What follows belongs to an exercise in optimizing a design on an open flow for small area and a short achievable clock period; a production flow would make more cautious choices. The RTL was checked by simulation tests, not by an equivalence proof against the original design. Power and IR drop assume default switching activity.

Design txController, start of the top module:
module txController
#(
	parameter int loopDepth = 16
)
(
	input  wire                            txCLK,
	input  wire                            arstN,
	input  wire                            run,
	input  wire                            extTrig,
	input  wire txProgramPkg::channelMaskT userChannelMask,
	input  wire                            adcTriggerAck,
	input  wire txProgramPkg::ctrlWordT    outputControlReg,
	input  wire txProgramPkg::stepTimeT    timingReg,
	input  wire [31:0]                     loopAddressReg,
	input  wire [31:0]                     loopCounterReg,
	output txProgramPkg::progAddrT         readAddr,
	output txProgramPkg::loopIdxT          loopReadAddr,
	output txSeqPkg::txOutT                txOut
);
For scale: about 190 I/O pins.
export LEC_CHECK = 0
export CAP_MARGIN = 20
export CORE_MARGIN = 2
export CORE_UTILIZATION = 40
export SETUP_SLACK_MARGIN = 4.2
export SLEW_MARGIN = 20
export SYNTH_HIERARCHICAL = 1
create_clock -name core_clock -period 7.0 [get_ports {txCLK}]
run.sh (not shown) runs the stock make flow with config.mk's settings and CLKGATE_MAP_FILE= SYNTH_SCRIPT=/design/flow/synth_recipe.tcl, a recipe that flattens the netlist after the stock synthesis.
==> next run, changes <==
==> flow/flow/run.sh (new file) <==
#!/bin/bash
set -euo pipefail
bash standard.sh \
	'CTS_ARGS=-sink_clustering_enable -repair_clock_nets -dont_use_dummy_load -sink_clustering_size 30 -sink_clustering_max_diameter 80' \
	'BUFFER_PORTS_ARGS=-buffer_cell sky130_fd_sc_hd__buf_2' \
	finish > flow_standard.log 2>&1
==> flow/standard.sh (new file) <==
#!/bin/bash
# synth_recipe.tcl (not shown) runs the flow's synth.tcl, then flattens the netlist and writes it again
# the make line also repeats each setting of config.mk as NAME=value (left out here)
make -C /OpenROAD-flow-scripts/flow DESIGN_CONFIG=/design/flow/config.mk WORK_HOME=/design/flow/orfs CLKGATE_MAP_FILE= SYNTH_SCRIPT=/design/flow/synth_recipe.tcl "${@:-finish}"
removed: flow/run.sh
=> Sequential share of layout area rises by 3.2 points; utilization shrinks by 3.1 points; combinational power is about the same; final cell count shrinks by 2.6%; maximum frequency rose by 2.9%; worst hold slack gets worse by 0.043 ns; clock-buffer cell count went down by 146; via count goes down by 2.0%; clock skew rose by 0.048 ns; area after synthesis does not change; sequential power stays flat.
==> next run, changes <==
==> flow/flow/run.sh (replaced) <==
#!/bin/bash
set -euo pipefail
bash standard.sh \
	'CTS_ARGS=-sink_clustering_enable -repair_clock_nets -dont_use_dummy_load -sink_clustering_size 22 -sink_clustering_max_diameter 100' \
	'BUFFER_PORTS_ARGS=-buffer_cell sky130_fd_sc_hd__buf_2' \
	finish > flow_standard.log 2>&1
--- a/flow/config.mk
+++ b/flow/config.mk
@@ -10,3 +10,3 @@
 export CORE_UTILIZATION = 40
-export SETUP_SLACK_MARGIN = 4.2
+export SETUP_SLACK_MARGIN = 4.35
 export SLEW_MARGIN = 20
After rerunning: The changed run passed the timing, DRC and antenna checks; cell area rises by 3.2%; flip-flop and latch count stays the same; synthesized area is unchanged; worst setup slack gains 0.085 ns; register-to-register slack gains 0.09 ns; hold slack gains 0.039 ns; via count rises by 1.7%.
==> next run, changes <==
--- a/flow/config.mk
+++ b/flow/config.mk
@@ -7,7 +7,7 @@
 export LEC_CHECK = 0
-export CAP_MARGIN = 20
+export CAP_MARGIN = 5
 export CORE_MARGIN = 2
 export CORE_UTILIZATION = 40
-export SETUP_SLACK_MARGIN = 4.35
-export SLEW_MARGIN = 20
+export SETUP_SLACK_MARGIN = 4.2
+export SLEW_MARGIN = 5
 export SYNTH_HIERARCHICAL = 1
=> Power drops by about 1.8%. Global-route usage drops by 0.50 points. Wire length drops by about 1.3%. Non-clock buffer count drops by 26. Via count drops by 1.1%. Worst hold slack gets worse by 0.015 ns. Worst setup slack gets worse by 0.014 ns. Area after synthesis does not change. Cell area drops by about 1.6%.
==> next run, changes <==
--- a/flow/config.mk
+++ b/flow/config.mk
@@ -7,7 +7,8 @@
 export LEC_CHECK = 0
-export CAP_MARGIN = 5
+export CAP_MARGIN = 20
 export CORE_MARGIN = 2
-export CORE_UTILIZATION = 40
+export CORE_UTILIZATION = 55
+export PLACE_DENSITY = 0.7
 export SETUP_SLACK_MARGIN = 4.2
-export SLEW_MARGIN = 5
+export SLEW_MARGIN = 20
 export SYNTH_HIERARCHICAL = 1
Routed wire length drops by a few percent.
Power drops slightly.
Via count climbs slightly.
Worst hold slack hardly moves.
Die area drops by a quarter to a third.
Design area drops slightly.
Final cell count drops by a few percent.
Global-route usage climbs by 8.0 points.
Critical path depth climbs by 3.

---

txController again, from the RTL that the note above started with.
clock: 7.0 ns
lec_check: 0
cap_margin: 20
core_margin: 2
core_utilization: 40
gpl_routability_driven: 0
setup_slack_margin: 4.2
slew_margin: 20
synth_hierarchical: 1
standard.sh (not shown) runs the stock make flow with config.mk's settings and CLKGATE_MAP_FILE= SYNTH_SCRIPT=/design/flow/synth_recipe.tcl, a recipe that flattens the netlist after the stock synthesis.
==> flow/flow/run.sh <==
#!/bin/bash
set -euo pipefail
bash standard.sh \
	'CTS_ARGS=-sink_clustering_enable -repair_clock_nets -dont_use_dummy_load -sink_clustering_size 22 -sink_clustering_max_diameter 100' \
	'BUFFER_PORTS_ARGS=-buffer_cell sky130_fd_sc_hd__buf_2' \
	finish > flow_standard.log 2>&1
Rerun with:
==> flow/flow/run.sh (replaced) <==
#!/bin/bash
set -euo pipefail
bash standard.sh \
	'CTS_ARGS=-sink_clustering_enable -repair_clock_nets -dont_use_dummy_load -sink_clustering_size 26 -sink_clustering_max_diameter 90' \
	'BUFFER_PORTS_ARGS=-buffer_cell sky130_fd_sc_hd__buf_2' \
	finish > flow_standard.log 2>&1
--- a/flow/config.mk
+++ b/flow/config.mk
@@ -9,5 +9,4 @@
 export CORE_MARGIN = 2
 export CORE_UTILIZATION = 40
-export GPL_ROUTABILITY_DRIVEN = 0
 export SETUP_SLACK_MARGIN = 4.2
 export SLEW_MARGIN = 20
=>
- via count falls slightly
- worst hold slack is worse by 0.042 ns
- cell area falls by a few percent
- register-to-register slack hardly moves
- clock skew falls by 0.013 ns
- count of clock-buffer cells in the layout falls by 11
- combinational power barely changes
- core utilization falls by 1.0 points
- die area does not change
- final cell count falls slightly
Rerun with:
==> flow/flow/run.sh (replaced) <==
#!/bin/bash
set -euo pipefail
bash standard.sh \
	'CTS_ARGS=-sink_clustering_enable -repair_clock_nets -dont_use_dummy_load -sink_clustering_size 22 -sink_clustering_max_diameter 100' \
	'BUFFER_PORTS_ARGS=-buffer_cell sky130_fd_sc_hd__buf_2' \
	finish > flow_standard.log 2>&1
--- a/flow/config.mk
+++ b/flow/config.mk
@@ -6,8 +6,8 @@
 export NUM_CORES = 4
 export LEC_CHECK = 0
-export CAP_MARGIN = 20
+export CAP_MARGIN = 10
 export CORE_MARGIN = 2
 export CORE_UTILIZATION = 40
-export SETUP_SLACK_MARGIN = 4.2
-export SLEW_MARGIN = 20
+export SETUP_SLACK_MARGIN = 4.25
+export SLEW_MARGIN = 10
 export SYNTH_HIERARCHICAL = 1
Maximum frequency went up by 0.43%.
Cell area went up by 4.1%.
Global-route usage went up by 0.40 points.
Setup slack improved by 0.012 ns.
Routed wire length went up by 3.3%.
First-iteration DRC count went up by 6.5%.
Power went up by 5.0%.
Rerun with:
--- a/flow/config.mk
+++ b/flow/config.mk
@@ -6,8 +6,8 @@
 export NUM_CORES = 4
 export LEC_CHECK = 0
-export CAP_MARGIN = 10
+export CAP_MARGIN = 20
 export CORE_MARGIN = 2
 export CORE_UTILIZATION = 40
-export SETUP_SLACK_MARGIN = 4.25
-export SLEW_MARGIN = 10
+export SETUP_SLACK_MARGIN = 4.2
+export SLEW_MARGIN = 20
 export SYNTH_HIERARCHICAL = 1
Total power came out lower by 2.4%. Utilization shrinks by 1.1 points. Non-clock buffer count fell by 83. Via count fell by 1.0%. Combinational power falls by about 6%. Wire length drops by 2.3%. Clock power hardly moves. Global-route usage is lower by 0.34 points. Design area shrinks by 2.3%. Fmax went down by 1.5%.

==> afterwards: timing with drivers on the ports <==
Ports are ideal in the flow. The routed layouts listed here were re-timed in OpenROAD.
Step 1, drivers: a clkbuf_16 drives txCLK and a buf_2 each remaining input, both assumed.
Step 2, shift: input delay + t, output delay - t, t = (earliest + latest rising clock arrival at the registers) / 2. This alone moves slack from input paths to output paths.
a / b / c = no drivers / after step 1 / after step 2; a / b = the first two.
run	t, ns	slack for setup (ns)	worst setup path at the end
the first run of note 1	0.819	4.064 / 4.064 / 3.710	input to register
the second run of note 1	0.757	4.146 / 4.146 / 4.068	input to register
the third run of note 1	0.699	4.232 / 4.232 / 4.179	input to register
the fourth run of note 1	0.705	4.218 / 4.200 / 4.117	input to register
the fifth run of note 1	0.681	4.102 / 4.102 / 4.102	register to register
the first run of note 2	0.708	4.173 / 4.173 / 4.041	input to register
the second run of note 2	0.740	4.176 / 4.176 / 4.031	input to register
the third run of note 2	0.706	4.188 / 4.188 / 4.086	input to register
the fourth run of note 2	0.705	4.145 / 4.145 / 4.057	input to register
After both steps every run listed still meets setup and hold. The setup slack of the first run of note 1, which loses most, moves by 0.000 ns with the drivers and by -0.354 ns with both steps.
